Context: an optimization exercise on an open-source flow, tuned for small area, a short achievable clock period and few clock cycles. The choices shown serve that exercise and are no tape-out recipe.
The RTL was checked by simulation tests, not by an equivalence proof against the original design.
No activity file was given, so power comes from the tool's default toggle rates.

### flow/standard.sh
#!/bin/bash
# synth_recipe.tcl (not shown) runs the flow's synth.tcl, then flattens the netlist and writes it again
# the make line also repeats each setting of config.mk as NAME=value (left out here)
make -C /OpenROAD-flow-scripts/flow DESIGN_CONFIG=/design/flow/config.mk WORK_HOME=/design/flow/orfs CLKGATE_MAP_FILE= SYNTH_SCRIPT=/design/flow/synth_recipe.tcl "${@:-finish}"
### flow/config.mk
export PLATFORM = sky130hd
export DESIGN_NAME = mips_cpu_bus
export DESIGN_NICKNAME = mips_cpu_bus
export VERILOG_FILES = /design/flow/design.v
export SDC_FILE = /design/flow/constraint.sdc
export NUM_CORES = 4
export LEC_CHECK = 0
export CAP_MARGIN = 40
export CORE_MARGIN = 2
export CORE_UTILIZATION = 30
export PLACE_DENSITY = 0.55
export SLEW_MARGIN = 30
### flow/flow/run.sh
#!/bin/bash
set -euo pipefail
bash standard.sh SETUP_SLACK_MARGIN=7 finish > flow_make.log 2>&1
### flow/design.v
package isa_pkg;
  localparam int OPCODE_W   = 6;
  localparam int FUNCT_W    = 6;
  localparam int REG_ADDR_W = 5;
  localparam int SHAMT_W    = 5;
  localparam int IMM_W      = 16;
  localparam int JIDX_W     = 26;   
  typedef enum logic [OPCODE_W-1:0] {
    OP_RTYPE = 6'h00,
    OP_J     = 6'h02,
    OP_BEQ   = 6'h04,
    OP_BNE   = 6'h05,
    OP_ADDIU = 6'h09,
    OP_SLTI  = 6'h0A,
    OP_ANDI  = 6'h0C,
    OP_ORI   = 6'h0D,
    OP_XORI  = 6'h0E,
    OP_LUI   = 6'h0F,
    OP_LW    = 6'h23,
    OP_SW    = 6'h2B
  } opcode_t;
  typedef enum logic [FUNCT_W-1:0] {
    F_SLL  = 6'h00,
    F_SRL  = 6'h02,
    F_JR   = 6'h08,
    F_ADDU = 6'h21,
    F_SUBU = 6'h23,
    F_AND  = 6'h24,
    F_OR   = 6'h25,
    F_XOR  = 6'h26,
    F_SLT  = 6'h2A
  } funct_t;
endpackage
package cpu_pkg;
  typedef enum logic [2:0] {
    S_FETCH,
    S_DECODE,
    S_EXEC,
    S_MEM,
    S_WB,
    S_HALT
  } state_t;
  typedef enum logic [3:0] {
    A_ADD, A_SUB, A_AND, A_OR, A_XOR, A_SLT, A_SLL, A_SRL, A_LUI
  } alu_op_t;
endpackage
module regfile (
  input  logic        clk,
  input  logic        rst_i,
  input  logic        wen_i,
  input  logic [31:1] sel_1_i, sel_2_i,
  input  logic        sel_x_1_i, sel_x_2_i,
  input  logic [31:0] x_i,
  input  logic [4:0]  addr_3_i,
  input  logic [31:0] write_data_3_i,
  output logic [31:1] valid_o,    
  output logic [31:0] read_data_1_o, read_data_2_o, v0_o
);
  logic [31:0] regs [1:31];
  logic [31:1] valid_q;
  logic [31:1] we;
  always_comb begin
    for (int i = 1; i < 32; i++) we[i] = wen_i && (addr_3_i == 5'(i));
  end
  always_ff @(posedge clk) begin
    for (int i = 1; i < 32; i++) begin
      if (we[i]) regs[i] <= write_data_3_i;
    end
  end
  always_ff @(posedge clk) begin
    if (rst_i) valid_q <= '0;
    else valid_q <= valid_q | we;
  end
  assign valid_o = valid_q | we;
  always_comb begin
    read_data_1_o = {32{sel_x_1_i}} & x_i;
    read_data_2_o = {32{sel_x_2_i}} & x_i;
    for (int i = 1; i < 32; i++) begin
      read_data_1_o = read_data_1_o | ({32{sel_1_i[i]}} & regs[i]);
      read_data_2_o = read_data_2_o | ({32{sel_2_i[i]}} & regs[i]);
    end
  end
  assign v0_o = {32{valid_q[2]}} & regs[2];
endmodule
module alu (
  input  logic [2:0]  sel_i,
  input  logic        sub_i,
  input  logic        shift_i,
  input  logic        shift_right_i,
  input  logic [4:0]  shamt_i,
  input  logic [31:0] a_i, b_i,
  output logic [31:0] sum_o,
  output logic [31:0] result_o
);
  logic [31:0] b_x, shin, shl, shres;
  logic [32:0] sum_c;
  logic        slt;
  assign b_x   = b_i ^ {32{sub_i}};
  assign sum_c = {a_i, 1'b1} + {b_x, sub_i};
  assign sum_o = sum_c[32:1];
  assign slt   = (a_i[31] ^ b_i[31]) ? a_i[31] : sum_o[31];
  always_comb begin
    for (int i = 0; i < 32; i++) shin[i] = shift_right_i ? b_i[31-i] : b_i[i];
  end
  assign shl = shin << shamt_i;
  always_comb begin
    for (int i = 0; i < 32; i++) shres[i] = shift_right_i ? shl[31-i] : shl[i];
  end
  always_comb begin
    if (shift_i) result_o = shres;
    else begin
      case (sel_i)
        3'b010:  result_o = {31'd0, slt};
        3'b100:  result_o = a_i & b_i;
        3'b101:  result_o = a_i | b_i;
        3'b110:  result_o = a_i ^ b_i;
        3'b111:  result_o = {b_i[15:0], 16'h0000};
        default: result_o = sum_o;
      endcase
    end
  end
endmodule
module mips_cpu_bus #(
  parameter logic [31:0] RESET_VECTOR = 32'hBFC00000
) (
  input  logic        clk,
  input  logic        rst_i,
  output logic        active_o,
  output logic [31:0] register_v0_o,
  output logic [31:0] address_o,
  output logic        write_o,
  output logic        read_o,
  input  logic        waitrequest_i,
  output logic [31:0] writedata_o,
  input  logic [31:0] readdata_i
);
  logic        started_q, halted_q, ir_v_q, mem_pend_q, mem_wr_q;
  logic [31:0] ir_q, res_q;
  logic [31:1] sel_1_q, sel_2_q;   
  logic        fwd_1_q, fwd_2_q;   
  logic        w_v_q;              
  logic [4:0]  w_dest_q;
  logic [29:0] pc_q, daddr_q;      
  logic [29:0] tgt_q;              
  logic        jz_q;               
  logic [5:0]  op, fn;
  logic [4:0]  rs, rt, rd, shamt;
  logic [15:0] imm;
  logic        is_mem, is_store, is_imm, is_r, is_j, is_br, is_jr, is_shift, is_ctl, writes;
  logic [2:0]  sel;
  logic        sub;
  assign op    = ir_q[31:26];
  assign rs    = ir_q[25:21];
  assign rt    = ir_q[20:16];
  assign rd    = ir_q[15:11];
  assign shamt = ir_q[10:6];
  assign fn    = ir_q[5:0];
  assign imm   = ir_q[15:0];
  assign is_mem   = op[5];
  assign is_store = op[5] & op[3];
  assign is_imm   = ~op[5] & op[3];
  assign is_r     = ~op[5] & ~op[3] & ~op[2] & ~op[1];
  assign is_j     = ~op[5] & ~op[3] & ~op[2] & op[1];
  assign is_br    = ~op[5] & ~op[3] & op[2];
  assign is_jr    = is_r & ~fn[5] & fn[3];
  assign is_shift = is_r & ~fn[5] & ~fn[3];
  assign is_ctl   = is_jr | (is_j & jz_q);   
  assign writes   = is_imm | (is_r & ~fn[3]) | (is_r & fn[5]);
  assign sel      = is_r ? fn[2:0] : op[2:0];
  assign sub      = ~op[5] & sel[1] & ~sel[2];
  logic [29:0] fetch_addr, fetch_next;
  logic        go, do_mem, do_exec, do_fetch, stall, adv;
  logic halt_jump;
  assign go       = started_q & ~halted_q;
  assign do_mem   = go & mem_pend_q;
  assign do_exec  = go & ~mem_pend_q & ir_v_q;
  assign do_fetch = go & ~mem_pend_q & ~(ir_v_q & is_ctl);
  assign fetch_addr = (ir_v_q & (is_br | is_j)) ? tgt_q : pc_q;
  assign fetch_next = fetch_addr + 30'd1;
  assign read_o      = do_fetch | (do_mem & ~mem_wr_q);
  assign write_o     = do_mem & mem_wr_q;
  assign address_o   = {mem_pend_q ? daddr_q : fetch_addr, 2'b00};
  assign writedata_o = b_reg;   
  assign stall       = waitrequest_i & (read_o | write_o);
  assign adv         = ~stall;
  assign active_o    = ~halted_q;
  logic [31:0] a, b_reg, b, alu_res, sum;
  logic [31:1] rf_valid;
  logic [4:0]  wa;
  assign b     = is_r ? b_reg : {{16{imm[15] & ~op[2]}}, imm};
  assign wa    = is_r ? rd : rt;
  regfile u_regfile (
    .clk(clk), .rst_i(rst_i), .wen_i(w_v_q), .sel_1_i(sel_1_q), .sel_2_i(sel_2_q),
    .sel_x_1_i(fwd_1_q), .sel_x_2_i(fwd_2_q), .x_i(res_q),
    .addr_3_i(w_dest_q), .write_data_3_i(res_q), .valid_o(rf_valid),
    .read_data_1_o(a), .read_data_2_o(b_reg), .v0_o(register_v0_o)
  );
  alu u_alu (
    .sel_i(sel), .sub_i(sub), .shift_i(is_shift), .shift_right_i(fn[1]), .shamt_i(shamt),
    .a_i(a), .b_i(b), .sum_o(sum), .result_o(alu_res)
  );
  logic [29:0] in_br_target, in_j_target;
  logic        in_j, drop;
  assign in_j         = ~readdata_i[31] & ~readdata_i[29] & ~readdata_i[28] & readdata_i[27];
  assign in_br_target = fetch_next + {{14{readdata_i[15]}}, readdata_i[15:0]};
  assign in_j_target  = {fetch_next[29:26], readdata_i[25:0]};
  assign drop      = ir_v_q & is_br & ~((a == b_reg) ^ op[0]);
  assign halt_jump = (is_j & jz_q) | (is_jr & (a == 32'd0));
  always_ff @(posedge clk) begin
    if (rst_i) begin
      started_q  <= 1'b0;
      halted_q   <= 1'b0;
      ir_v_q     <= 1'b0;
      mem_pend_q <= 1'b0;
      w_v_q      <= 1'b0;
      pc_q       <= RESET_VECTOR[31:2];
    end else begin
      started_q <= 1'b1;
      if (do_exec & halt_jump) halted_q <= 1'b1;
      if (do_fetch & adv) begin
        ir_v_q <= ~drop;
        if (~drop) pc_q <= fetch_next;
      end else if (do_exec & is_jr) begin
        ir_v_q <= 1'b0;
        pc_q   <= a[31:2];
      end
      if (do_mem & adv) mem_pend_q <= 1'b0;
      else if (do_exec & is_mem & adv) mem_pend_q <= 1'b1;
      if (adv) w_v_q <= (do_exec & writes) | (do_mem & ~mem_wr_q);
    end
  end
  logic fwd_1_in, fwd_2_in, fwd_1_ld, fwd_2_ld;
  assign fwd_1_in = do_exec & writes & (readdata_i[25:21] == wa) & (wa != 5'd0);
  assign fwd_2_in = do_exec & writes & (readdata_i[20:16] == wa) & (wa != 5'd0);
  assign fwd_1_ld = (rs == w_dest_q) & (rs != 5'd0);
  assign fwd_2_ld = (rt == w_dest_q) & (rt != 5'd0);
  always_ff @(posedge clk) begin
    if (do_fetch & adv) begin
      fwd_1_q <= fwd_1_in;
      for (int i = 1; i < 32; i++) begin
        sel_1_q[i] <= (readdata_i[25:21] == 5'(i)) & rf_valid[i] & ~fwd_1_in;
      end
    end else if (do_mem & ~mem_wr_q & adv) begin
      fwd_1_q <= fwd_1_ld;
      if (fwd_1_ld) sel_1_q <= '0;
    end
    if (do_fetch & adv & ~(do_exec & is_store)) begin
      fwd_2_q <= fwd_2_in;
      for (int i = 1; i < 32; i++) begin
        sel_2_q[i] <= (readdata_i[20:16] == 5'(i)) & rf_valid[i] & ~fwd_2_in;
      end
    end else if (do_mem & adv) begin
      fwd_2_q <= ~mem_wr_q & fwd_2_ld;
      for (int i = 1; i < 32; i++) begin
        sel_2_q[i] <= (rt == 5'(i)) & rf_valid[i] & ~(~mem_wr_q & fwd_2_ld);
      end
    end
  end
  always_ff @(posedge clk) begin
    if (do_fetch & adv) begin
      ir_q  <= readdata_i;
      tgt_q <= in_j ? in_j_target : in_br_target;
      jz_q  <= in_j_target == 30'd0;
    end
    if (do_exec & writes & adv) begin
      res_q    <= alu_res;
      w_dest_q <= wa;
    end else if (do_mem & ~mem_wr_q & adv) begin
      res_q <= readdata_i;
    end
    if (do_exec & is_mem & adv) begin
      daddr_q  <= sum[31:2];
      mem_wr_q <= is_store;
      if (~is_store) w_dest_q <= rt;
    end
  end
endmodule
### flow/constraint.sdc
create_clock -name core_clock -period 12.0 [get_ports {clk}]
set_input_delay 2.4000 -clock core_clock [delete_from_list [all_inputs] [get_ports {clk}]]
set_output_delay 2.4000 -clock core_clock [all_outputs]
set_load 0.01 [all_outputs]
==> reports/results.txt, run 1 <==
The startpoint of the lowest-slack register-to-register path is sel_1_q[17]. The Yosys step of the flow raised 4 warnings. The synthesized netlist contains 91 unique library cells.

The sequential share of the synthesized area is 59.1%, and the number of search-and-repair iterations in the first detailed-routing pass is 12. The clock buffer count from CTS is 140. Routability-driven placement finished with a final weighted congestion of 1.01. From synthesis to final layout, the design area changed by 32.1%.

Maximum root-to-sink buffer count: 3. Dividing total power by cell area gives a power density of 129 nW/µm². Based on the critical path, the design can be clocked at up to 182 MHz. The tools report the initial antenna violation count as 25.

After synthesis the cells add up to 62400 µm². The final max-slew violation count was 0; the starting density of the core was 30.2%. The post-synthesis sequential element count is 1252. The run gives 77.4 ps as the clock skew. For the post-detailed-route DRC marker count, the log shows 0.

The cell repeated most along the worst path was buf_4. Summing internal, switching and leakage power gives 10600 µW. The most critical setup path has its startpoint at sel_1_q[17]. Kind of end point of the critical path: a register. STA classifies the critical path startpoint as a register. The average instance in the mapped netlist occupies 12.1 µm². The count of cells in the finished layout, fillers not included, comes to 8775. The final period demand of the worst path is 5480 ps, and the required time of the critical path is 12510 ps. The analysis attributes to cell leakage a power of 0.0277 µW.

Overall routed net length: 374000 µm. The first global-routing pass estimated 485000 µm of wire. The kind of cell adding the most delay to the critical path was compound AO/OA/AOI/OAI gates. Entering global routing, the biggest net connects 62 pins. Hold repair after CTS inserted 0 buffers. The antenna violation net count after detailed routing was 0; the maximum single-stage delay on the critical path was 440 ps. The tools report the count of nets after finishing as 6009. For the number of global-route vias before repair, the log shows 55300. Signal arrival time at the worst endpoint: 5990 ps. Setup violations remaining at the end of the flow were counted as 0. The run gives 4 as the number of levels the H-tree was split into. The tree is rooted in a clkbuf_16. The tools report the residual overflow from global routing as 0.

CTS saw 1252 sinks. Setup repair after global routing could not meet its margin everywhere. The critical path in this run is classified as reg -> reg. Measured along the x axis, the die boundary spans 460 µm.

The core region is 207000 µm². The later pin in the worst-skew pair is clocked with a latency of 860 ps. In this run the worst path has a maximum fanout of 17.

The run gives 134 as the total I/O pin count. Clock transition time at the flip-flop clock pins of the worst setup and hold paths: 70 ps. Adding up every negative setup slack in the final design gives 0 ps. The worst hold path belongs to the class reg -> reg. TritonCTS built the clock tree. IR analysis of the VDD net gives a maximum drop of 0.167 mV.

In this run the vertical extent of the chip is 460 µm. Cells with a size suffix above 1 make up 26.5% of the layout. After legalization and detailed placement, the total HPWL measured 214000 µm. The all-layer global routing usage was 33.6%; the cell count after synthesis was 5180.

In this run the most critical hold path is launched from pc_q[25]. Dividing the detail-routed wire length by the instance count gives 42.6 µm. The cell type of the slowest stage on the worst timing path is buf_4. Max-cap violations in this run came to 0. The tools report the headroom to the max-slew limit as 27.3%. The run finished with no timing, DRC or antenna violations. The final critical path takes up 45.7% of the cycle.

In the synthesized netlist the async set-or-reset flop fraction comes to 0%. The count of vias placed by the detailed router came out at 61800. The number of endpoints with negative hold slack in the final report was 0; the floorplan row count was 167. The slew of the pin with the lowest slew margin is 1080 ps. The run gives 14900 as the number of design-rule violations left by the first detailed-router iteration. The tools report the total die area as 212000 µm². The number of enable-type register cells in the synthesized netlist works out to 1181.

Traced cell by cell, the critical path runs through buf_4 -> buf_4 -> a22oi_1 -> nand4_1 -> nor4_2 -> buf_4 -> inv_1 -> ha_1 -> a21oi_4 -> a2bb2oi_2 -> o211ai_1 -> a32oi_2 -> o31ai_4 -> buf_4 -> a21oi_4 -> nor2b_1 -> o21a_1 -> or3_1 -> and2_1. The count of buffer and inverter cells on the critical path came out at 5. Most used flip-flop cell after synthesis: edfxtp_1. The vias per cell was 7.05.

Input and output buffers added on the ports amount to 131. Number of cells in the design after placement: 8059.
metal layers:
metal / wire [µm] / GRT usage (%)
met4: 37700 / 24.1
met2: 144000 / 45.5
met3: 68500 / 18.8
met1: 123000 / 39.4
met5: 975 / 1.72
metrics by stage:
step | hold slack (ps) | util (%) | area, µm² | setup WS [ps]
floorplan | 427 | - | 62600 | 7000
global placement | 443 | 33.1 | 68500 | 5610
detailed placement | 447 | 33.5 | 69500 | 5620
CTS | 462 | 38.5 | 79800 | 6740
global route | 489 | 39.8 | 82400 | 6520
finish | 458 | 39.8 | 82500 | 6520
synthesized netlist by cell type, types with 96 or more instances:
library cell / count / share of area [%]
a21oi_1: 172 / 1.4
a22oi_1: 1023 / 12
clkbuf_1: 239 / 1.4
edfxtp_1: 1181 / 57
ha_1: 125 / 2.5
inv_1: 129 / 0.78
nand2_1: 258 / 1.6
nand4_1: 276 / 2.8
nor2_1: 331 / 2.0
nor3_1: 96 / 0.77
o21ai_0: 134 / 1.1
xnor2_1: 111 / 1.6
layout by cell type, fill, tap and decap left out, types with 24 or more instances in the layout:
cell / netlist / layout
clkinv_2: 0 / 27
nand4_1: 276 / 276
buf_4: 10 / 450
inv_1: 129 / 114
a22oi_1: 1023 / 888
edfxtp_1: 1181 / 1181
clkdlybuf4s50_1: 0 / 56
buf_16: 0 / 64
buf_6: 6 / 117
buf_2: 64 / 32
nand2_1: 258 / 235
clkbuf_16: 0 / 152
nor3_1: 96 / 88
a31oi_1: 27 / 26
dfxtp_1: 71 / 69
nor2_1: 331 / 275
xnor2_1: 111 / 102
a22oi_2: 1 / 136
o21ai_0: 134 / 103
a221oi_1: 48 / 32
nor4_2: 5 / 36
and2_1: 46 / 45
a21oi_1: 172 / 143
ha_1: 125 / 110
o211ai_1: 32 / 32
nor2_4: 0 / 49
buf_12: 0 / 102
clkbuf_1: 239 / 25
mux2i_1: 81 / 45
xor2_1: 52 / 50
nand3_1: 93 / 92
a21o_1: 35 / 32
buf_8: 0 / 24
a211oi_1: 37 / 29
cell families (layout without fill, tap and decap cells):
family / Yosys count / count (layout) / share of synthesized area [%]
AO/OA/AOI/OAI: 1735 / 1735 / 20.0
XOR/XNOR: 163 / 163 / 2.29
adder cells (fa/ha/maj): 126 / 126 / 2.54
buffers and inverters: 501 / 1284 / 3.27
flip-flops: 1252 / 1252 / 59.1
multiplexers: 123 / 123 / 2.48
other: 1 / 25 / 0.00601
AND/OR/NAND/NOR: 1279 / 1279 / 10.3
flip-flops by register name, summed over array words and instances, names as in the netlist:
register and count:
daddr_q 30, fwd_1_q 1, fwd_2_q 1, halted_q 1, ir_q 31, ir_v_q 1, jz_q 1, mem_pend_q 1
mem_wr_q 1, pc_q 30, res_q 32, sel_1_q 31, sel_2_q 31, started_q 1, tgt_q 30, u_regfile.regs 992
u_regfile.valid_q 31, w_dest_q 5, w_v_q 1
worst paths after layout:
check	cells after the start	endpoint	slack, ps
max	19	daddr_q[16]	6520
min	1	pc_q[25]	460
max reg2reg	19	daddr_q[16]	6520
min reg2reg	1	pc_q[25]	460
report_power, final:
part / internal, µW / switching [µW]
registers: 4780 / 56.8
logic: 461 / 823
clock network: 2480 / 2010
final cells by class:
class	count	area (µm²)
diodes	23	57.6
clock buffers	170	3690
clock inverters	88	1000
fillers	19200	125000
inverters	136	532
multi-input cells	3428	26500
flip-flops and latches	1252	36900
well taps	2788	3490
repair buffers	890	10300
what timing repair did:
action	4_1_cts	5_1_grt
resized for setup	791	341
buffers inserted	255	124
endpoints found under the hold margin	0	0
cloned	42	9
pin swaps	123	147
endpoints found under the setup margin	223	187
Testbench counts, summed over its fixed seeds: cycles 70,736.
==> run 2, diff against run 1 <==
--- a/flow/design.v
+++ b/flow/design.v
@@ -92,20 +92,26 @@
   output logic [31:0] sum_o,
   output logic [31:0] result_o
 );
-  logic [31:0] b_x, shin, shl, shres;
+  logic [31:0] b_x, shres;
+  logic [62:0] fun;
+  logic [46:0] f16;
+  logic [38:0] f8;
+  logic [34:0] f4;
+  logic [32:0] f2;
+  logic [4:0]  k;
   logic [32:0] sum_c;
   logic        slt;
   assign b_x   = b_i ^ {32{sub_i}};
   assign sum_c = {a_i, 1'b1} + {b_x, sub_i};
   assign sum_o = sum_c[32:1];
   assign slt   = (a_i[31] ^ b_i[31]) ? a_i[31] : sum_o[31];
-  always_comb begin
-    for (int i = 0; i < 32; i++) shin[i] = shift_right_i ? b_i[31-i] : b_i[i];
-  end
-  assign shl = shin << shamt_i;
-  always_comb begin
-    for (int i = 0; i < 32; i++) shres[i] = shift_right_i ? shl[31-i] : shl[i];
-  end
+  assign fun   = shift_right_i ? {31'd0, b_i} : {b_i, 31'd0};
+  assign k     = shift_right_i ? shamt_i : ~shamt_i;
+  assign f16   = k[4] ? fun[62:16] : fun[46:0];
+  assign f8    = k[3] ? f16[46:8]  : f16[38:0];
+  assign f4    = k[2] ? f8[38:4]   : f8[34:0];
+  assign f2    = k[1] ? f4[34:2]   : f4[32:0];
+  assign shres = k[0] ? f2[32:1]   : f2[31:0];
   always_comb begin
     if (shift_i) result_o = shres;
     else begin
@@ -114,7 +120,6 @@
         3'b100:  result_o = a_i & b_i;
         3'b101:  result_o = a_i | b_i;
         3'b110:  result_o = a_i ^ b_i;
-        3'b111:  result_o = {b_i[15:0], 16'h0000};
         default: result_o = sum_o;
       endcase
     end
@@ -146,7 +151,7 @@
   logic [5:0]  op, fn;
   logic [4:0]  rs, rt, rd, shamt;
   logic [15:0] imm;
-  logic        is_mem, is_store, is_imm, is_r, is_j, is_br, is_jr, is_shift, is_ctl, writes;
+  logic        is_mem, is_store, is_imm, is_r, is_lui, is_j, is_br, is_jr, is_shift, is_ctl, writes;
   logic [2:0]  sel;
   logic        sub;
   assign op    = ir_q[31:26];
@@ -164,6 +169,7 @@
   assign is_br    = ~op[5] & ~op[3] & op[2];
   assign is_jr    = is_r & ~fn[5] & fn[3];
   assign is_shift = is_r & ~fn[5] & ~fn[3];
+  assign is_lui   = is_imm & (op[2:0] == 3'b111);
   assign is_ctl   = is_jr | (is_j & jz_q);   
   assign writes   = is_imm | (is_r & ~fn[3]) | (is_r & fn[5]);
   assign sel      = is_r ? fn[2:0] : op[2:0];
@@ -187,7 +193,7 @@
   logic [31:0] a, b_reg, b, alu_res, sum;
   logic [31:1] rf_valid;
   logic [4:0]  wa;
-  assign b     = is_r ? b_reg : {{16{imm[15] & ~op[2]}}, imm};
+  assign b     = b_reg | ({32{~is_r}} & {{16{imm[15] & ~op[2]}}, imm});
   assign wa    = is_r ? rd : rt;
   regfile u_regfile (
     .clk(clk), .rst_i(rst_i), .wen_i(w_v_q), .sel_1_i(sel_1_q), .sel_2_i(sel_2_q),
@@ -196,7 +202,8 @@
     .read_data_1_o(a), .read_data_2_o(b_reg), .v0_o(register_v0_o)
   );
   alu u_alu (
-    .sel_i(sel), .sub_i(sub), .shift_i(is_shift), .shift_right_i(fn[1]), .shamt_i(shamt),
+    .sel_i(sel), .sub_i(sub), .shift_i(is_shift | is_lui), .shift_right_i(is_r & fn[1]),
+    .shamt_i(is_r ? shamt : 5'd16),
     .a_i(a), .b_i(b), .sum_o(sum), .result_o(alu_res)
   );
   logic [29:0] in_br_target, in_j_target;
@@ -244,16 +251,29 @@
       fwd_1_q <= fwd_1_ld;
       if (fwd_1_ld) sel_1_q <= '0;
     end
-    if (do_fetch & adv & ~(do_exec & is_store)) begin
-      fwd_2_q <= fwd_2_in;
-      for (int i = 1; i < 32; i++) begin
-        sel_2_q[i] <= (readdata_i[20:16] == 5'(i)) & rf_valid[i] & ~fwd_2_in;
-      end
-    end else if (do_mem & adv) begin
-      fwd_2_q <= ~mem_wr_q & fwd_2_ld;
-      for (int i = 1; i < 32; i++) begin
-        sel_2_q[i] <= (rt == 5'(i)) & rf_valid[i] & ~(~mem_wr_q & fwd_2_ld);
-      end
+    if ((do_fetch | do_mem) & adv) begin
+      fwd_2_q <= rt_fwd;
+      for (int i = 1; i < 32; i++) sel_2_q[i] <= (rt_src == 5'(i)) & rt_used & rf_valid[i] & ~rt_fwd;
+    end
+  end
+  logic [4:0] rt_src;
+  logic       rt_used, rt_fwd;
+  logic in_reads_rt, ir_reads_rt;
+  assign in_reads_rt = ~readdata_i[31] & ~readdata_i[29] & (readdata_i[28] | ~readdata_i[27]);
+  assign ir_reads_rt = ~op[5] & ~op[3] & (op[2] | ~op[1]);
+  always_comb begin
+    if (do_exec & is_store) begin
+      rt_src  = rt;
+      rt_used = 1'b1;
+      rt_fwd  = 1'b0;
+    end else if (do_fetch) begin
+      rt_src  = readdata_i[20:16];
+      rt_used = in_reads_rt;
+      rt_fwd  = rt_used & fwd_2_in;
+    end else begin
+      rt_src  = rt;
+      rt_used = ir_reads_rt;
+      rt_fwd  = rt_used & ~mem_wr_q & fwd_2_ld;
     end
   end
   always_ff @(posedge clk) begin
--- a/flow/config.mk
+++ b/flow/config.mk
@@ -8,5 +8,6 @@
 export CAP_MARGIN = 40
 export CORE_MARGIN = 2
 export CORE_UTILIZATION = 30
+export CTS_BUF_LIST = sky130_fd_sc_hd__clkbuf_8
 export PLACE_DENSITY = 0.55
 export SLEW_MARGIN = 30
==> reports/results.txt, run 2 <==
At the end of routability-driven placement, the weighted congestion stood at 0.972. The maximum root-to-sink buffer count was 3. The register with the most flip-flops in the final layout is u_regfile.regs. The first detailed-routing pass ran for 12 iterations.

The critical path is of the reg -> out type. At the later pin of the worst-skew pair, clock insertion delay measures 1040 ps. The flow ran to the end and the layout has no timing, DRC or antenna violations. The number of instances on the worst hold path works out to 2. For the pin with the worst max-slew slack, the measured transition is 924 ps.

The upper clock frequency limit is 179 MHz, and the period utilization is 46.5%. The run gives 2550 µW as the switching power. Summed over all instances, the cell type with the most area after synthesis is edfxtp_1. The overall routed net length came out at 348000 µm.

The chip height works out to 456 µm. Across the routed clock network, the largest skew measured is 83.1 ps. Headroom to the max-slew limit: 37.8%.

Number of enable-type register cells in the synthesized netlist: 1181. The initial antenna violation count was 25. The kind of end point of the critical path is a primary output. After synthesis, the share of flip-flops with an asynchronous set or reset is 0%. Data on the critical path is required at its endpoint by 9600 ps. For this design the static power due to leakage is 0.0269 µW. The number of levels the H-tree was split into came out at 4. For the largest net degree at the start of global routing, the log shows 76. The most common cell after layout, fill and taps aside is edfxtp_1.

CTS placed an instance of clkbuf_8 at the clock tree root. The average detailed-routed wire length per instance works out to 40.9 µm. In the final layout, the share of cells above drive strength 1 is 25.8%.

The run gives 30.2% as the starting density of the core. The number of endpoints with negative hold slack in the final report was 0; the total design power was 9470 µW. The floorplan step set the die width to 456 µm. All-layer global routing usage: 31.7%. The count of nets after finishing is 5818.

The commonest cells after synthesis are edfxtp_1, a22oi_1, nor2_1, nand4_1, nand2_1. The vias per cell was 6.83. The tools report the critical path launch point type as a register. The accumulated negative setup slack came out at 0 ps.

Max-cap violations in this run came to 0. The die covers 208000 µm². Signal arrival time at the worst endpoint: 3180 ps.

The largest registers in the layout are u_regfile.regs x992, res_q x32. The floorplan row count was 165. The signed area change from the synthesized netlist to the final layout came out at 29.1%. Pin placement for this block handled 134 I/O pins.

In the layout the commonest cells are edfxtp_1, a22oi_1, buf_4. The tools report the portion of total power attributed to sequential cells as 51.0%. Counting the fill cells in the layout gives 19100. Once detail routing completed, the nets flagged for antenna violations numbered 0. Once detailed placement completed, the half-perimeter wirelength came to 210000 µm. The register with the most flip-flops in the layout has 992 of them.

Most used flip-flop cell after synthesis: edfxtp_1. The detailed router finished its first iteration with 13600 violations. The most common cell in the synthesized netlist is edfxtp_1. In this run the worst path has a maximum fanout of 16.

After synthesis, the largest area contributor takes up 58.0% of total cell area. The mapped cell area was 61200 µm²; the final max-slew violation count was 0. The power density over the cells is 120 nW/µm², and the clock transition time at the flip-flop clock pins of the worst setup and hold paths is 60 ps.

After floorplanning, the core was sized to cover 203000 µm². The min-delay analysis places its worst path in the category reg -> reg. The tree built by TritonCTS fans out to 1252 sinks. The count of input and output buffers came out at 131. Synthesis inferred 1252 register bits.

The netlist uses 92 different library cells. Across the VDD grid, the largest voltage drop is 0.135 mV. For this run the aggregate overflow at the end of global routing stands at 0. Of the total power, combinational logic draws 9.9%.

Sequential cells were found to cover 60.3% of the synthesized design area. Setup repair after global routing could not meet its margin everywhere. For the finished layout, the period the worst path requires is 5580 ps. The final count of negative-setup-slack endpoints was 0; the worst reg-to-reg path cell count was 23.

The cell count after synthesis is 4984. The count of vias placed by the detailed router is 58100, and the post-detailed-route DRC marker count is 0. TritonCTS built the clock tree. The clock buffer count from CTS is 197. Net switching fraction of the power: 27.0%.

Sorting the synthesized cells by area gives the leading types as edfxtp_1, a22oi_1, nand4_1. The tools report the number of global-route vias before repair as 53300. The average size of a mapped cell is 12.3 µm², and the clock network power share is 39.1%.

Hold repair after CTS inserted 0 buffers. The cell internal power dissipation is 6920 µW. The run gives 4 as the number of warnings issued by yosys.

The first global-routing pass estimated 455000 µm of wire.
==> run 2: cell count changes after synthesis, sizes merged, moves of 15 or more <==
cell / previous run / this run
mux2i: 81 / 122
nand2: 258 / 241
a221oi: 48 / 98
a211oi: 37 / 20
nand3: 93 / 78
o21ai: 136 / 157
a22o: 20 / 61
mux4: 23 / 0
a22oi: 1024 / 918
buf: 125 / 96
a21oi: 172 / 149
nor4: 69 / 53
nor2: 331 / 279
==> run 2: area by class of cell <==
cell class                 instances  area, µm²  area share (%)
tap                             2672       3340            4.23
clock buffer                     201       2770            3.50
clock inverter                   155       1020            1.29
inverter                         124        497           0.629
multi-input combinational       3276      25700            32.6
sequential                      1252      36900            46.7
timing repair buffer             806       8710            11.0
antenna                           19       47.5          0.0602
==> run 2: routing by layer <==
metal	global-route usage [%]	wire, µm	up-vias
met5	0.643	325	-
met1	37.5	116000	28100
met3	14.7	57600	1977
met4	23.3	34000	23
li1	-	-	21600
met2	44.7	139000	6349
==> run 2: timing repair <==
item,in CTS,in global routing
pin swaps,135,196
setup endpoints to repair,163,128
gates cloned,18,5
buffers inserted,226,115
gates resized for setup,837,318
==> run 2: cells by family (layout without fill, tap and decap cells) <==
kind of cell             after synthesis  after routing  share of synthesized area, %
flip-flops                          1252           1252                          60.3
buffers and inverters                458           1286                          2.95
other                                  1             21                       0.00613
adder cells (fa/ha/maj)              126            126                          2.59
AND/OR/NAND/NOR                     1221           1222                          10.4
XOR/XNOR                             159            159                          2.28
AO/OA/AOI/OAI                       1633           1633                          19.3
multiplexers                         134            134                          2.22
==> run 2: worst max-delay path, stage by stage (launching register included) <==
cell and delay (ps):
edfxtp_1 400, buf_6 220, a22oi_1 310, nand4_1 150, nor4_2 350, buf_4 280
clkinvlp_4 220, buf_6 170
==> run 2: final timing paths <==
kind | from | endpoint | slack (ps)
min reg2reg | u_regfile.valid_q[12] | u_regfile.valid_q[12] | 480
max reg2reg | sel_2_q[30] | res_q[30] | 6590
min | u_regfile.valid_q[12] | u_regfile.valid_q[12] | 480
max | sel_2_q[13] | writedata_o[24] | 6420
==> run 2: power groups by stage <==
| stage | clock network, µW | logic [µW] | registers (µW) |
|---|---|---|---|
| after floorplan | 0 | 398 | 4890 |
| after global placement | 0 | 693 | 4920 |
| after detailed placement | 0 | 703 | 4920 |
| after CTS | 3670 | 816 | 4830 |
| after global routing | 3860 | 950 | 4830 |
| final | 3700 | 938 | 4830 |
==> run 2: metrics by stage <==
| step | cell area (µm²) | utilization, % | cells | hold WS (ps) | setup slack (ps) |
|---|---|---|---|---|---|
| final | 79000 | 39.0 | 8505 | 480 | 6420 |
| after detailed placement | 67800 | 33.5 | 7760 | 454 | 5350 |
| after CTS | 76400 | 37.7 | 8360 | 471 | 6500 |
| after global routing | 79000 | 39.0 | 8489 | 494 | 6500 |
| after floorplan | 61300 | - | 4985 | 438 | 6930 |
| after global placement | 67000 | 33.1 | 7717 | 447 | 4750 |
Testbench counts of run 2, summed over its fixed seeds: cycles 70,736.
==> run 3, diff against run 2 <==
--- a/flow/design.v
+++ b/flow/design.v
@@ -140,7 +140,8 @@
   input  logic [31:0] readdata_i
 );
   logic        started_q, halted_q, ir_v_q, mem_pend_q, mem_wr_q;
-  logic [31:0] ir_q, res_q;
+  logic [31:0] ir_q, res_q, wdata_q;
+  logic        fa_tgt_q;           
   logic [31:1] sel_1_q, sel_2_q;   
   logic        fwd_1_q, fwd_2_q;   
   logic        w_v_q;              
@@ -181,19 +182,19 @@
   assign do_mem   = go & mem_pend_q;
   assign do_exec  = go & ~mem_pend_q & ir_v_q;
   assign do_fetch = go & ~mem_pend_q & ~(ir_v_q & is_ctl);
-  assign fetch_addr = (ir_v_q & (is_br | is_j)) ? tgt_q : pc_q;
+  assign fetch_addr = fa_tgt_q ? tgt_q : pc_q;
   assign fetch_next = fetch_addr + 30'd1;
   assign read_o      = do_fetch | (do_mem & ~mem_wr_q);
   assign write_o     = do_mem & mem_wr_q;
   assign address_o   = {mem_pend_q ? daddr_q : fetch_addr, 2'b00};
-  assign writedata_o = b_reg;   
+  assign writedata_o = wdata_q;
   assign stall       = waitrequest_i & (read_o | write_o);
   assign adv         = ~stall;
   assign active_o    = ~halted_q;
   logic [31:0] a, b_reg, b, alu_res, sum;
   logic [31:1] rf_valid;
   logic [4:0]  wa;
-  assign b     = b_reg | ({32{~is_r}} & {{16{imm[15] & ~op[2]}}, imm});
+  assign b     = (b_reg & {32{~is_store}}) | ({32{~is_r}} & {{16{imm[15] & ~op[2]}}, imm});
   assign wa    = is_r ? rd : rt;
   regfile u_regfile (
     .clk(clk), .rst_i(rst_i), .wen_i(w_v_q), .sel_1_i(sel_1_q), .sel_2_i(sel_2_q),
@@ -218,6 +219,7 @@
       started_q  <= 1'b0;
       halted_q   <= 1'b0;
       ir_v_q     <= 1'b0;
+      fa_tgt_q   <= 1'b0;
       mem_pend_q <= 1'b0;
       w_v_q      <= 1'b0;
       pc_q       <= RESET_VECTOR[31:2];
@@ -225,10 +227,12 @@
       started_q <= 1'b1;
       if (do_exec & halt_jump) halted_q <= 1'b1;
       if (do_fetch & adv) begin
-        ir_v_q <= ~drop;
+        ir_v_q   <= ~drop;
+        fa_tgt_q <= ~drop & ~readdata_i[31] & ~readdata_i[29] & (readdata_i[28] | readdata_i[27]);
         if (~drop) pc_q <= fetch_next;
       end else if (do_exec & is_jr) begin
-        ir_v_q <= 1'b0;
+        ir_v_q   <= 1'b0;
+        fa_tgt_q <= 1'b0;
         pc_q   <= a[31:2];
       end
       if (do_mem & adv) mem_pend_q <= 1'b0;
@@ -251,31 +255,20 @@
       fwd_1_q <= fwd_1_ld;
       if (fwd_1_ld) sel_1_q <= '0;
     end
-    if ((do_fetch | do_mem) & adv) begin
-      fwd_2_q <= rt_fwd;
-      for (int i = 1; i < 32; i++) sel_2_q[i] <= (rt_src == 5'(i)) & rt_used & rf_valid[i] & ~rt_fwd;
-    end
-  end
-  logic [4:0] rt_src;
-  logic       rt_used, rt_fwd;
+    if (do_fetch & adv) begin
+      fwd_2_q <= in_reads_rt & fwd_2_in;
+      for (int i = 1; i < 32; i++) begin
+        sel_2_q[i] <= (readdata_i[20:16] == 5'(i)) & in_reads_rt & rf_valid[i] & ~fwd_2_in;
+      end
+    end else if (do_mem & ~mem_wr_q & adv) begin
+      fwd_2_q <= ir_reads_rt & fwd_2_ld;
+      if (fwd_2_ld) sel_2_q <= '0;
+    end
+  end
   logic in_reads_rt, ir_reads_rt;
-  assign in_reads_rt = ~readdata_i[31] & ~readdata_i[29] & (readdata_i[28] | ~readdata_i[27]);
-  assign ir_reads_rt = ~op[5] & ~op[3] & (op[2] | ~op[1]);
-  always_comb begin
-    if (do_exec & is_store) begin
-      rt_src  = rt;
-      rt_used = 1'b1;
-      rt_fwd  = 1'b0;
-    end else if (do_fetch) begin
-      rt_src  = readdata_i[20:16];
-      rt_used = in_reads_rt;
-      rt_fwd  = rt_used & fwd_2_in;
-    end else begin
-      rt_src  = rt;
-      rt_used = ir_reads_rt;
-      rt_fwd  = rt_used & ~mem_wr_q & fwd_2_ld;
-    end
-  end
+  assign in_reads_rt = (~readdata_i[31] & ~readdata_i[29] & (readdata_i[28] | ~readdata_i[27]))
+                     | (readdata_i[31] & readdata_i[29]);
+  assign ir_reads_rt = (~op[5] & ~op[3] & (op[2] | ~op[1])) | (op[5] & op[3]);
   always_ff @(posedge clk) begin
     if (do_fetch & adv) begin
       ir_q  <= readdata_i;
@@ -290,6 +283,7 @@
     end
     if (do_exec & is_mem & adv) begin
       daddr_q  <= sum[31:2];
+      wdata_q  <= b_reg;
       mem_wr_q <= is_store;
       if (~is_store) w_dest_q <= rt;
     end
==> reports/results.txt, run 3 <==
The critical-path maximum fanout was 20. In the final layout, the multi-input gates occupy 24100 µm². The worst hold path begins at u_regfile.valid_q[1]. The post-synthesis sequential element count came out at 1285. The largest register by flop count was u_regfile.regs. Dividing the detail-routed via count by the number of cells gives 6.89.

The run gives 0 as the residual overflow from global routing. Of all cell types, the one taking the most synthesized area is edfxtp_1. For this design the ratio of total power to cell area is 129 nW/µm². Setup violations remaining at the end of the flow were counted as 0.

In this run the tightest slew margin relative to its limit is 32.8%. The die covers 210000 µm². After synthesis, flip-flops and latches occupy 61.2% of the total area.

The worst setup path is of the reg -> reg kind. Yosys printed 4 warnings. After synthesis, the most frequently instantiated cells are edfxtp_1, a22oi_1, nor2_1, nand4_1, clkbuf_1. Final max-slew violation count: 0. Buffers inserted during clock tree synthesis total 211. The initial utilization of the core area, before any placement, comes to 30.2%.

The end point of the worst hold path is u_regfile.valid_q[1]. The largest net degree at the start of global routing was 89. The logs give 22 for the initial antenna violation count and 0 for the number of endpoints with negative hold slack in the final report.

Upper clock frequency limit: 188 MHz. Summing all flip-flop and latch instances after layout gives 37900 µm². Each instance of the synthesized netlist takes up on average 12.4 µm². The tools report the number of buffers added to fix hold violations after cts as 0.

The run gives 53300 as the number of global-route vias before repair. The critical path launch point type was a register. For the worst setup path, the data required time is 12700 ps. Yosys mapped a number of flops with a built-in enable equal to 1213.

Most common cell after layout, fill and taps aside: edfxtp_1. The post-synthesis cell type count came out at 84. The antenna violation net count after detailed routing was 0; the period utilization was 44.4%.

Buffers placed on the I/O ports in this run total 131. Sorting the synthesized cells by area gives the leading types as edfxtp_1, a22oi_1, nand4_1. Clock root buffer: clkbuf_8. In this run the critical register-to-register path is launched from sel_1_q[25]. The tools report the total leakage power as 0.0265 µW. No sink is reached through more buffers than the 3 on the longest clock path.

At the worst endpoint, the arrival time is 6030 ps. The clock transition time at the flip-flop clock pins of the worst setup and hold paths is 70 ps, and the insertion delay to the later sink of the worst-skew pair is 1020 ps. The clock period could shrink to 5330 ps.

The first routing iteration left 14500 violations. Final weighted congestion of routability-driven global placement: 1.01. The number of instances on the worst hold path is 2. Setup repair after global routing could not meet its margin everywhere. The clock skew was 90.7 ps. For flop-to-flop paths, the worst setup slack is 6670 ps. For the cell count after synthesis, the log shows 4988. The endpoint of the lowest-slack register-to-register path is res_q[26]. The chip height works out to 458 µm.

The worst setup path is captured at a register. The worst register-to-register path has a depth of 20. Among all cell types in the netlist, the one instantiated most often is edfxtp_1.

The most used flip-flop cell after synthesis was edfxtp_1. After detailed routing, the number of remaining DRC violations is 0. At the end of the flow the core is filled with cells to 38.0%. Count of nets after finishing: 5731.

The mapped netlist covers 61900 µm². Flip-flop count of the largest register after layout: 992. 134 I/O pins were placed.

Area of the core: 205000 µm². Overall routed net length: 348000 µm. The all-layer global routing usage came out at 31.3%.

Across all layers, the routed design uses 58400 vias. The floorplan row count is 166. Largest vdd supply drop: 0.108 mV. Leaving out fill and tap cells, the most frequent cells in the layout are edfxtp_1, a22oi_1, buf_4. The tools report the total design power as 10000 µW. The tool flagged a number of max-cap violations equal to 0. TritonCTS built the clock tree. At the pin with the least slew margin, the transition time is 998 ps.

Dividing the detail-routed wire length by the instance count gives 41.1 µm. In the final layout, the registers with the most flip-flops are u_regfile.regs x992, res_q x32, wdata_q x32. In this run the cell area measured after placement is 68900 µm². The proportion of synthesized flip-flops having asynchronous set or reset is 0%, and the area share of the largest cell type after synthesis is 58.8%. Fill cells in the final layout number 19500. Type of the worst min-delay path: reg -> reg. The run finished with no timing, DRC or antenna violations.

Compared with the post-synthesis result, the final layout area differs by 25.8%. The first global-routing pass estimated 455000 µm of wire. The number of levels the H-tree was split into is 4, and the HPWL after detailed placement is 207000 µm.

After routing the design area is 77800 µm². The clock net in this run drives a total of 1285 sinks. From left edge to right edge, the die measures 458 µm.

Share of final-layout standard cells stronger than drive strength 1: 21.3%. The accumulated negative setup slack came out at 0 ps. Number of search-and-repair iterations in the first detailed-routing pass: 22.
[run 3: cell type report]
| cell class | count | share of cell area [%] |
|---|---|---|
| clock buffers | 215 | 3.80 |
| flip-flops and latches | 1285 | 48.7 |
| inverters | 143 | 0.696 |
| repair buffers | 714 | 9.79 |
| clock inverters | 180 | 1.73 |
| multi-input cells | 3215 | 30.9 |
| well taps | 2688 | 4.32 |
| diodes | 25 | 0.0804 |
[run 3: repair_timing]
action	in CTS	in global routing
pin swaps	44	107
gates cloned	10	11
setup buffers	105	130
gates resized for setup	276	230
setup endpoints to repair	129	81
[run 3: worst max path at each step]
stage	from	endpoint	slack, ps
3_3_place_gp	sel_2_q[10]	res_q[30]	5210
4_1_cts	fa_tgt_q	address_o[27]	6890
6_report	sel_1_q[25]	res_q[26]	6670
3_5_place_dp	sel_2_q[13]	res_q[30]	5360
2_1_floorplan	fa_tgt_q	tgt_q[29]	6820
5_1_grt	sel_2_q[16]	res_q[26]	6700
[run 3: per-layer routing]
layer	GRT usage (%)	part of all wire, %	vias up
met5	1.54	0.19	-
li1	-	-	21400
met1	37.2	33	28000
met3	15.5	17	2145
met2	44.1	40	6828
met4	20.9	9.4	28
[run 3: kinds of logic after synthesis]
family | after synthesis | synth area share (%)
flip-flops | 1285 | 61.2
AO/OA/AOI/OAI | 1625 | 18.8
multiplexers | 130 | 2.26
adder cells (fa/ha/maj) | 126 | 2.56
other | 1 | 0.00606
XOR/XNOR | 173 | 2.45
AND/OR/NAND/NOR | 1159 | 9.65
buffers and inverters | 489 | 3.15
[run 3: critical path, cell delays in order (launching register included)]
cell and delay (ps):
edfxtp_1 360, buf_4 290, buf_4 360, a22oi_1 340, nand4_1 140, nor4_1 530, buf_4 280, inv_1 100
ha_1 300, a21o_1 200, a21oi_4 190, o21ai_2 100, a311oi_2 290, and3_4 260, o31ai_4 90, buf_4 160
o21ai_4 250, o21a_4 240, o21bai_1 90, xor2_1 160, a221o_1 310
[run 3: per-stage QoR]
step,hold WS (ps),instances,setup slack (ps)
after floorplan,437,4989,6820
after detailed placement,456,7776,5360
after global placement,449,7724,5210
final,476,8465,6670
after CTS,471,8286,6890
after global routing,496,8444,6700
[run 3: power breakdown]
group / total (µW) / internal, µW / switching (µW)
sequential: 4960 / 4910 / 53.8
clock: 4050 / 2030 / 2020
combinational: 1010 / 346 / 664
total: 10000 / 7280 / 2730
Testbench counts of run 3, summed over its fixed seeds: cycles 70,736.
==> run 4, diff against run 3 <==
--- a/flow/config.mk
+++ b/flow/config.mk
@@ -8,6 +8,5 @@
 export CAP_MARGIN = 40
 export CORE_MARGIN = 2
 export CORE_UTILIZATION = 30
-export CTS_BUF_LIST = sky130_fd_sc_hd__clkbuf_8
 export PLACE_DENSITY = 0.55
 export SLEW_MARGIN = 30
==> reports/results.txt, run 4 <==
In this run the vertical extent of the chip is 458 µm. The count of nets left with antenna violations once routing finished came out at 0. During I/O placement, the number of pins put on the boundary was 134. Buffers inserted during clock tree synthesis total 140. The number of different library cells used by synthesis comes to 84. Vias per cell: 6.93. In the synthesized netlist the dominant register cell turns out to be edfxtp_1.

The worst setup slack after layout was 6820 ps. Walking the worst path, the cells encountered are clkdlybuf4s50_1 -> nand2b_2 -> a21o_1 -> nor2b_1 -> nand3b_1 -> nor3_1. For the pin with the worst max-slew slack, the measured transition is 1130 ps. The library cell used most frequently in the layout, excluding fill and tap cells, is edfxtp_1. The number of design-rule violations left by the first detailed-router iteration came out at 14600. The largest registers in the layout are u_regfile.regs x992, res_q x32, wdata_q x32. The die covers 210000 µm².

The largest single stage delay on the critical path is 870 ps. The path class of the tightest hold or removal check is reg -> reg. The tools report the clock root buffer as clkbuf_16. Counting flops with a built-in enable in the synthesized netlist gives 1213.

The worst setup path is of the in -> reg kind. The mapped netlist covers 61900 µm². The critical path crosses 6 cells after its start point. The tools report the worst setup path endpoint as sel_2_q[10].

The critical-path maximum fanout was 9; the number of levels the H-tree was split into was 4. The worst reg-to-reg path cell count came out at 22. Measured against its own limit, the worst slew margin works out to 24.0%. The total leakage power was 0.0263 µW. The signed area change from the synthesized netlist to the final layout works out to 26.2%. For this run, the top clock speed supported by timing is 193 MHz.

In this run, synthesis produced a sequential element count of 1285. The number of global-route vias before repair is 52400, and the insertion delay to the later sink of the worst-skew pair is 850 ps. For this run, the number of Yosys warnings is 4.

STA classifies the critical path endpoint as a register. Count of nets after finishing: 5643. Wires add up to 345000 µm. u_regfile.regs holds more flip-flops than any other register. Ranked by total cell area, the synthesized netlist is headed by edfxtp_1, a22oi_1, nand4_1. Dividing the final minimum period by the clock period gives 43.2%. The average size of a mapped cell was 12.4 µm²; the global-route wire length before repair was 453000 µm. The tools report the HPWL after detailed placement as 207000 µm. STA classifies the critical path startpoint as an input pin. The first TritonRoute pass finished after 17 iterations. Entering global routing, the biggest net connects 89 pins. The run gives 12520 ps as the required time of the critical path.

For the sequential share of the synthesized area, the log shows 61.2%. For this run, asynchronously set or reset flops after synthesis account for 0%. During placement, the flow inserted port buffers numbering 131. Summing internal, switching and leakage power gives 10500 µW.

The slowest stage of the critical path belongs to the cell nor3_1. In the final layout, the share of cells above drive strength 1 is 20.1%. At the end of the flow the core is filled with cells to 38.2%. The endpoint of the lowest-slack register-to-register path was res_q[26]. The most common cell in the synthesized netlist is edfxtp_1. Area share of the largest cell type after synthesis: 58.8%. The count of vias placed by the detailed router is 57400, and the clock skew is 73.1 ps. The flip-flop count of the largest register after layout is 992.

Final hold analysis gives a worst-case slack of 472 ps. The worst slack at placement was 5360 ps; the register-to-register setup slack was 6830 ps. Floorplan row count: 166.

The area of the core is 205000 µm², and the count of buffer and inverter cells on the critical path is 1. Clock transition time at the flip-flop clock pins of the worst setup and hold paths: 70 ps. Across the VDD grid, the largest voltage drop is 0.145 mV. In the layout the commonest cells are edfxtp_1, a22oi_1, buf_4. At the end of routability-driven placement, the weighted congestion stood at 1.01. Post-detailed-route DRC marker count: 0. The longest clock path from root to sink contains 3 buffers. The residual overflow from global routing was 0. TritonCTS built the clock tree. The average detailed-routed wire length per instance is 41.7 µm. The initial antenna violation count was 11; the number of max-capacitance violations reported was 0. Accumulated negative setup slack: 0 ps. The commonest cells after synthesis are edfxtp_1, a22oi_1, nor2_1, nand4_1, clkbuf_1. Dividing total power by cell area gives a power density of 135 nW/µm².

Final max-slew violation count: 0. The final count of negative-setup-slack endpoints was 0. Setup repair after global routing could not meet its margin everywhere. The final-layout fill cell count is 19300, and the horizontal die dimension is 458 µm. The run finished with no timing, DRC or antenna violations.

Once the floorplan was initialized, standard cells occupied 30.2% of the core. The final period demand of the worst path came out at 5180 ps. The startpoint identified for the worst register-to-register timing path is sel_2_q[12]. The number of hold buffers added after CTS was 0.

Grouping stages by cell kind, the critical path spends the most delay in simple AND/OR/NAND/NOR gates. The number of endpoints with negative hold slack in the final report is 0. In the synthesized netlist, the number of instances is 4988. The logs give 1285 for the CTS sink count and 31.2% for the all-layer global routing usage. STA puts the critical path data arrival time at 5700 ps. Cell accounting for the most synthesized area: edfxtp_1. The tools report the origin of the worst setup path as waitrequest_i.
==> run 4: kinds of logic after synthesis <==
| group | Yosys count | synth area share [%] |
|---|---|---|
| buffers and inverters | 489 | 3.15 |
| XOR/XNOR | 173 | 2.45 |
| multiplexers | 130 | 2.26 |
| adder cells (fa/ha/maj) | 126 | 2.56 |
| other | 1 | 0.00606 |
| AO/OA/AOI/OAI | 1625 | 18.8 |
| AND/OR/NAND/NOR | 1159 | 9.65 |
| flip-flops | 1285 | 61.2 |
==> run 4: how the worst min path moves through the flow <==
stage / start / to / slack, ps / cells past startpoint
after floorplan: u_regfile.valid_q[31] / u_regfile.valid_q[31] / 440 / 2
after global placement: u_regfile.valid_q[11] / u_regfile.valid_q[11] / 450 / 2
after detailed placement: u_regfile.valid_q[23] / u_regfile.valid_q[23] / 460 / 2
after CTS: u_regfile.valid_q[23] / u_regfile.valid_q[23] / 470 / 2
after global routing: u_regfile.valid_q[11] / u_regfile.valid_q[11] / 490 / 2
final: u_regfile.valid_q[4] / u_regfile.valid_q[4] / 470 / 2
==> run 4: worst min-delay path: stages, from the launching register on <==
cell     delay (ps)
dfxtp_1         310
nor2_1           60
nor2_1           70
==> run 4: metrics by stage <==
step / instances / cell area, µm²
2_1_floorplan: 4989 / 62100
3_3_place_gp: 7724 / 67800
3_5_place_dp: 7776 / 68900
4_1_cts: 8146 / 75800
6_report: 8295 / 78200
5_1_grt: 8284 / 78100
==> run 4: area by class of cell <==
cell class	count	area [µm²]	share of cell area (%)
Multi-Input combinational cell	3215	24000	30.7
Clock inverter	93	1110	1.42
Timing Repair Buffer	697	7540	9.64
Sequential cell	1285	37900	48.5
Inverter	143	542	0.693
Clock buffer	162	3680	4.71
Tap cell	2688	3360	4.30
Antenna cell	12	30.0	0.0384
==> run 4: report_power, final <==
group          switching, µW  total (µW)  internal, µW
logic                    662        1010           349
registers               52.4        4960          4900
clock network           2010        4580          2560
total                   2730       10500          7820
==> run 4: layer usage <==
layer  wire length, µm  share of wire, %  vias to the layer above  track usage, %
li1                  -                 -                    21100               -
met1            116000                34                    27700            37.5
met2            137000                40                     6521            43.9
met3             60300                17                     2062            15.6
met4             31600               9.1                       20            19.9
met5               879              0.25                        -            1.61
==> run 4: what timing repair did <==
item,4_1_cts,5_1_grt
setup endpoints to repair,123,65
pin swaps,43,101
setup buffers,104,122
cloned,11,7
gates resized for setup,272,204
==> run 5, diff against run 4 <==
--- a/flow/config.mk
+++ b/flow/config.mk
@@ -8,5 +8,5 @@
 export CAP_MARGIN = 40
 export CORE_MARGIN = 2
 export CORE_UTILIZATION = 30
-export PLACE_DENSITY = 0.55
+export PLACE_DENSITY = 0.62
 export SLEW_MARGIN = 30
==> reports/results.txt, run 5 <==
The run finished with no timing, DRC or antenna violations. The first detailed-routing pass ran for 13 iterations. Counting both buffers and inverters, the worst setup path holds a total of 3.

Summing all placed instances gives a cell area of 68700 µm². By area the synthesized netlist is led by edfxtp_1, a22oi_1, nand4_1. Data arrives at the worst endpoint at 2710 ps.

The logs give 0 for the final count of negative-setup-slack endpoints and 19500 for the final-layout fill cell count. The worst slack at placement was 5530 ps. The library cell used most frequently in the layout, excluding fill and tap cells, is edfxtp_1. The core region is 205000 µm². Between clock sinks in the finished design, the worst skew comes to 53.0 ps. The upper clock frequency limit was 196 MHz. Ranked by flip-flop count, first place goes to u_regfile.regs. The signed area change from the synthesized netlist to the final layout is 23.5%. The clock passes through at most 3 buffers. Headroom to the max-slew limit came out at 30.0%. During synthesis, Yosys emitted a total of 4 warnings. The setup path with the least slack is of type reg -> out.

The mapped cell area is 61900 µm². edfxtp_1 is the most common cell in the netlist. The total die area was 210000 µm²; the number of global-route vias before repair was 52100. The tools report the overall routed net length as 328000 µm. The number of placed instances, taps included, is 7766.

Global routing used 29.6% of the available tracks. The critical-path maximum fanout was 10; the relative contribution of combinational cells to total power was 9.1%. The number of enable-type register cells in the synthesized netlist came out at 1213. The tightest min-delay check is of the reg -> reg type. After detailed routing, the average wire length per cell comes to 40.1 µm. In this run the power spent charging and discharging nets is 2650 µW. The logs give 47.8% for the portion of total power attributed to sequential cells and 88 for the largest net degree at the start of global routing. The final weighted congestion of routability-driven global placement was 1.00; the post-synthesis sequential element count was 1285. The tools report the critical path launch point type as a register. The floorplan row count is 166.

Counting instances in the post-synthesis netlist gives the leading cell types as edfxtp_1, a22oi_1, nor2_1, nand4_1, clkbuf_1. The internal power of the cells totals 7710 µW. For the number of max-capacitance violations reported, the log shows 0. The final max-slew violation count was 0. The CTS sink count is 1285. The run gives 0 as the number of endpoints with negative hold slack in the final report. Period utilization: 42.6%.

The first global-routing pass estimated 433000 µm of wire. Each instance of the synthesized netlist takes up on average 12.4 µm². Synthesis instantiated 84 different standard cells from the library. On the worst path, the slowest cell contributes a delay of 530 ps. The register with the most flip-flops in the layout has 992 of them. The logs give 8187 for the final cell count without fillers and 0 ps for the accumulated negative setup slack. The power density over the cells is 135 nW/µm², and the number of design-rule violations left by the first detailed-router iteration is 13900.

Net switching is 25.6% of the power. The routed layout has 56400 vias. The cell accounting for the most synthesized area is edfxtp_1.

Setup repair after global routing could not meet its margin everywhere. The final period demand of the worst path is 5110 ps, and the total leakage power is 0.0254 µW. The tools report the clock root buffer as clkbuf_16.

TritonCTS built the clock tree. In the layout the commonest cells are edfxtp_1, a22oi_1, buf_4. The initial antenna violation count is 17, and the starting density of the core is 30.2%.

Synthesis produced a netlist whose cell count is 4988. Of the synthesized area, sequential elements account for 61.2%. At the worst endpoint, the required time is 9600 ps.

The share of final-layout standard cells stronger than drive strength 1 works out to 18.0%. STA classifies the critical path endpoint as a primary output. The tools report the number of buffers added to fix hold violations after cts as 0. In the post-route analysis, the smallest setup slack over all paths is 6890 ps. The area share of the largest cell type after synthesis was 58.8%; the clock buffer count from CTS was 135. IR analysis of the VDD net gives a maximum drop of 0.156 mV. The slowest stage of the critical path belongs to the cell clkdlybuf4s50_1.

The antenna violation net count after detailed routing was 0. The total I/O pin count was 134; the vias per cell was 6.89. In the synthesized netlist the async set-or-reset flop fraction comes to 0%. For the pin with the worst max-slew slack, the measured transition is 1050 ps. Grouping stages by cell kind, the critical path spends the most delay in buffers and inverters. The critical path goes through buf_4 -> buf_12 -> mux2i_1 -> mux2i_1 -> clkdlybuf4s50_1. The most numerous cell type found on the critical path is mux2i_1. For the clock network power share, the log shows 43.1%. The most used flip-flop cell after synthesis is edfxtp_1. The residual overflow from global routing is 0, and the chip height is 458 µm. Clock-pin slew was measured on the worst setup and hold paths at 60 ps. In the final layout, the registers with the most flip-flops are u_regfile.regs x992, res_q x32, wdata_q x32. After detailed routing, the number of remaining DRC violations is 0. The run gives 76500 µm² as the summed area of non-filler cells in the final layout.

From left edge to right edge, the die measures 458 µm. The HPWL after detailed placement is 202000 µm. Buffers placed on the I/O ports in this run total 131. The run gives 5536 as the count of nets after finishing.

The H-tree was split into 4 levels. The end-of-flow core utilization was 37.3%. The insertion delay to the later sink of the worst-skew pair is 840 ps.
run 5: cell counts after synthesis:
Identical to the previous run, type by type.
run 5: cell type report:
cell class	count	area (µm²)	area share [%]
diodes	13	32.5	0.0425
well taps	2688	3360	4.40
inverters	143	547	0.715
flip-flops and latches	1285	37900	49.5
clock buffers	171	3560	4.66
multi-input cells	3215	23700	31.0
clock inverters	77	1030	1.35
repair buffers	595	6320	8.27
run 5: tightest hold or removal path: stages (launching register included):
cell and delay, ps:
dfxtp_1 310, nor2_1 60, nor2_1 70
run 5: kinds of logic (layout without fill, tap and decap cells):
group / after synthesis / count (layout) / share of synthesized area, %
AO/OA/AOI/OAI: 1625 / 1625 / 18.8
XOR/XNOR: 173 / 173 / 2.45
adder cells (fa/ha/maj): 126 / 126 / 2.56
buffers and inverters: 489 / 986 / 3.15
flip-flops: 1285 / 1285 / 61.2
multiplexers: 130 / 130 / 2.26
other: 1 / 15 / 0.00606
AND/OR/NAND/NOR: 1159 / 1159 / 9.65
run 5: power by group through the flow:
stage | Clock, µW | Sequential, µW | Combinational (µW)
detailed placement | 0 | 5050 | 797
finish | 4460 | 4950 | 942
floorplan | 0 | 5030 | 471
CTS | 4450 | 4950 | 834
global placement | 0 | 5050 | 789
global route | 4620 | 4960 | 962
run 5: through the flow:
stage | hold WS (ps) | total power, µW
after floorplan | 437 | 5500
after global routing | 507 | 10500
final | 480 | 10400
after global placement | 452 | 5840
after detailed placement | 462 | 5850
after CTS | 477 | 10200
run 5: worst paths after layout:
| kind | startpoint | endpoint | slack, ps | depth (start not counted) |
|---|---|---|---|---|
| min | u_regfile.valid_q[12] | u_regfile.valid_q[12] | 480 | 2 |
| max | fa_tgt_q | address_o[21] | 6890 | 5 |
| max reg2reg | sel_2_q[26] | res_q[1] | 6940 | 14 |
| min reg2reg | u_regfile.valid_q[12] | u_regfile.valid_q[12] | 480 | 2 |
run 5: layer usage:
| metal | global-route usage [%] | up-vias | part of all wire [%] | wire [µm] |
|---|---|---|---|---|
| met2 | 42.4 | 6486 | 40 | 132000 |
| met5 | 0.253 | - | 0.12 | 409 |
| met1 | 35.4 | 27000 | 33 | 108000 |
| met3 | 13.7 | 2030 | 17 | 57200 |
| li1 | - | 20900 | - | - |
| met4 | 19.9 | 20 | 9.3 | 30500 |
run 5: timing repair:
item | in CTS | in global routing
setup endpoints to repair | 119 | 60
endpoints found under the hold margin | 0 | 0
cloned | 2 | 7
buffers inserted | 60 | 84
gates resized for setup | 176 | 240
pin swaps | 26 | 67
==> run 6, diff against run 5 <==
--- a/flow/config.mk
+++ b/flow/config.mk
@@ -8,5 +8,5 @@
 export CAP_MARGIN = 40
 export CORE_MARGIN = 2
 export CORE_UTILIZATION = 30
-export PLACE_DENSITY = 0.62
+export PLACE_DENSITY = 0.66
 export SLEW_MARGIN = 30
==> reports/results.txt, run 6 <==
The flow ran to the end and the layout has no timing, DRC or antenna violations. For the initial antenna violation count, the log shows 31. Based on the critical path, the design can be clocked at up to 198 MHz. A synthesized cell averages 12.4 µm².

The tools report the count of nets after finishing as 5620. Critical path launch point type: a register. The end point of the worst hold path is u_regfile.valid_q[10].

The final max-slew violation count was 0; the clock transition time at the flip-flop clock pins of the worst setup and hold paths was 60 ps. The all-layer global routing usage was 30.2%; the number of design-rule violations left by the first detailed-router iteration was 16000. Synthesis produced a netlist whose cell count is 4988. Setup violations remaining at the end of the flow were counted as 0.

The completed layout was analyzed and its total power is 10500 µW. The power density over the cells was 135 nW/µm². Entering global routing, the biggest net connects 69 pins. The number of enable-type register cells in the synthesized netlist was 1213; the post-detailed-route DRC marker count was 0. For this configuration, the core starts out at a cell density of 30.2%.

The floorplan row count is 166, and the global-route wire length before repair is 440000 µm. The number of instances on the worst hold path was 2; the area of combinational cells with multiple inputs was 23700 µm². Clock skew on the completed layout was measured at 50.2 ps. Setup repair after global routing could not meet its margin everywhere. Measured in cells, the most critical reg-to-reg path has a length of 17.

Clock tree synthesis inserted a total of 133 buffers. Using the TritonRoute via totals, the vias-per-cell ratio works out to 7.14. Subtracting the final worst setup slack from the clock period gives 5060 ps.

In this run the register-to-register setup slack is 6940 ps. The logs give 3 for the maximum root-to-sink buffer count and 193000 µm for the HPWL after detailed placement. The largest registers in the layout are u_regfile.regs x992, res_q x32, wdata_q x32. In this run the number of H-tree levels came out at 4. Leaving out fill and tap cells, the most frequent cells in the layout are edfxtp_1, a22oi_1, buf_4.

The run gives 0 as the number of max-capacitance violations reported. Yosys printed 4 warnings. The startpoint identified for the worst register-to-register timing path is sel_1_q[25]. Counting instances in the post-synthesis netlist gives the leading cell types as edfxtp_1, a22oi_1, nor2_1, nand4_1, clkbuf_1. The count of vias placed by the detailed router is 59100.

The period utilization is 42.2%. The slew of the pin with the lowest slew margin was 988 ps; the cell internal power dissipation was 7820 µW. The filler cells instantiated in the layout total 19200.

The critical setup path kind was reg -> reg. Summing all non-filler instances in the final layout gives an area of 77800 µm². The headroom to the max-slew limit was 33.1%; the share of final-layout standard cells stronger than drive strength 1 was 19.4%. Net switching is 25.4% of the power. At the end of routability-driven placement, the weighted congestion stood at 0.996. The endpoint of the lowest-slack register-to-register path is res_q[21]. The total I/O pin count was 134; the total die area was 210000 µm². The maximum single-stage delay on the critical path is 540 ps, and the flip-flop count of the largest register after layout is 992.

Hold repair after CTS inserted 0 buffers. Hold timing on the final database bottoms out at a slack of 475 ps. The end-of-flow core utilization is 38.0%, and the proportion of synthesized flip-flops having asynchronous set or reset is 0%.

The min-delay analysis places its worst path in the category reg -> reg. The run gives 0 as the residual overflow from global routing. The horizontal die dimension was 458 µm. The first detailed-routing pass took 17 iterations.

Summing the sequential cell areas from Yosys gives 61.2% of the chip area. The run gives 0.173 mV as the largest vdd supply drop. In this run the power spent charging and discharging nets is 2670 µW.

The register with the most flip-flops in the final layout is u_regfile.regs. The library cell used most frequently in the layout, excluding fill and tap cells, is edfxtp_1. The root buffer cell chosen for the clock tree is clkbuf_16. The later pin in the worst-skew pair is clocked with a latency of 830 ps. For the CTS sink count, the log shows 1285. The relative contribution of combinational cells to total power came out at 9.6%. Number of endpoints with negative hold slack in the final report: 0. Once detail routing completed, the nets flagged for antenna violations numbered 0. Tracing the worst setup path back leads to its startpoint at sel_1_q[25]. The floorplan step set the die height to 458 µm.

In this run, flip-flops and latches consume 47.3% of the power. The clock network power share was 43.1%; the post-synthesis cell type count was 84. The startpoint of the worst hold path was u_regfile.valid_q[10]. The signed area change from the synthesized netlist to the final layout came out at 25.7%. Sorting the synthesized cells by area gives the leading types as edfxtp_1, a22oi_1, nand4_1.

The run gives 12560 ps as the required time of the critical path. The mapped cell area came out at 61900 µm². TritonCTS built the clock tree. The average detailed-routed wire length per instance is 41.0 µm. On the critical path, the stage with the largest delay is an instance of edfxtp_1.

For the total placed instance area, the log shows 68700 µm². The count of input and output buffers works out to 131. The most common cell in the synthesized netlist is edfxtp_1.

The logs give 37900 µm² for the area taken by flip-flops and latches and 205000 µm² for the area of the core. The overall routed net length came out at 340000 µm. The tools report the kind of end point of the critical path as a register. The total leakage power was 0.0261 µW; the area share of the largest cell type after synthesis was 58.8%.

The cell accounting for the most synthesized area is edfxtp_1. Of all nets on the critical path, the largest fanout is 24. The number of global-route vias before repair came out at 52700. Post-synthesis sequential element count: 1285. Among all flip-flop cells after synthesis, the most frequent one is edfxtp_1. Accumulated negative setup slack: 0 ps. The signal arrival time at the worst endpoint was 5620 ps. Traced cell by cell, the critical path runs through buf_6 -> a22oi_1 -> nand4_1 -> nor4_4 -> buf_6 -> inv_1 -> ha_2 -> a21oi_4 -> inv_1 -> a2111o_1 -> nand3_2 -> nand2_2 -> o311a_1 -> or3_1 -> a21oi_1 -> o31ai_1 -> buf_2.
[run 6: cell type report]
type                            count  area share [%]
Clock inverter                     91            1.45
Inverter                          143           0.703
Antenna cell                       23          0.0740
Multi-Input combinational cell   3215            30.5
Tap cell                         2688            4.32
Timing Repair Buffer              681            9.69
Clock buffer                      154            4.54
Sequential cell                  1285            48.7
[run 6: power by group through the flow]
stage	clock network, µW	logic, µW	registers, µW
after detailed placement	0	801	5050
after global placement	0	789	5060
after floorplan	0	471	5030
after global routing	4670	1010	4960
final	4520	1010	4960
after CTS	4480	863	4950
[run 6: per-layer routing]
layer	track usage, %	share of wire (%)
met5	3.77	0.62
met4	20.4	11
met3	18.0	19
met2	41.2	38
met1	34.8	32
[run 6: worst max-delay path: cells and delay by family (launching register included)]
kind / cells / cell delay (ps)
DFF: 1 / 540
adders and majority gates: 1 / 340
and+or+nand+nor: 5 / 1250
buffers and inverters: 5 / 990
AOI/OAI and AO/OA: 6 / 1600
[run 6: cells by family after synthesis]
logic type      after synthesis  share of synthesized area [%]
flops                      1285                           61.2
xor+xnor                    173                           2.45
simple gates               1159                           9.65
compound gates             1625                           18.8
mux                         130                           2.26
buf+inv                     489                           3.15
fa+ha+maj                   126                           2.56
other cells                   1                        0.00606
[run 6: repair_timing]
item	in CTS	in global routing
buffers inserted	90	124
resized for setup	218	235
endpoints found under the setup margin	116	81
pin swaps	30	73
cloned	12	14
[run 6: per-stage QoR]
step	worst slack, ps	instances
floorplan	6820	4989
global placement	5590	7703
detailed placement	5600	7760
CTS	6960	8107
global route	6840	8263
finish	6940	8280
[run 6: worst max-delay path by stage]
stage | cells after the start | slack, ps | to
floorplan | 27 | 6820 | tgt_q[29]
global placement | 13 | 5590 | tgt_q[29]
detailed placement | 21 | 5600 | res_q[30]
CTS | 4 | 6960 | address_o[27]
global route | 22 | 6840 | res_q[29]
finish | 17 | 6940 | res_q[21]
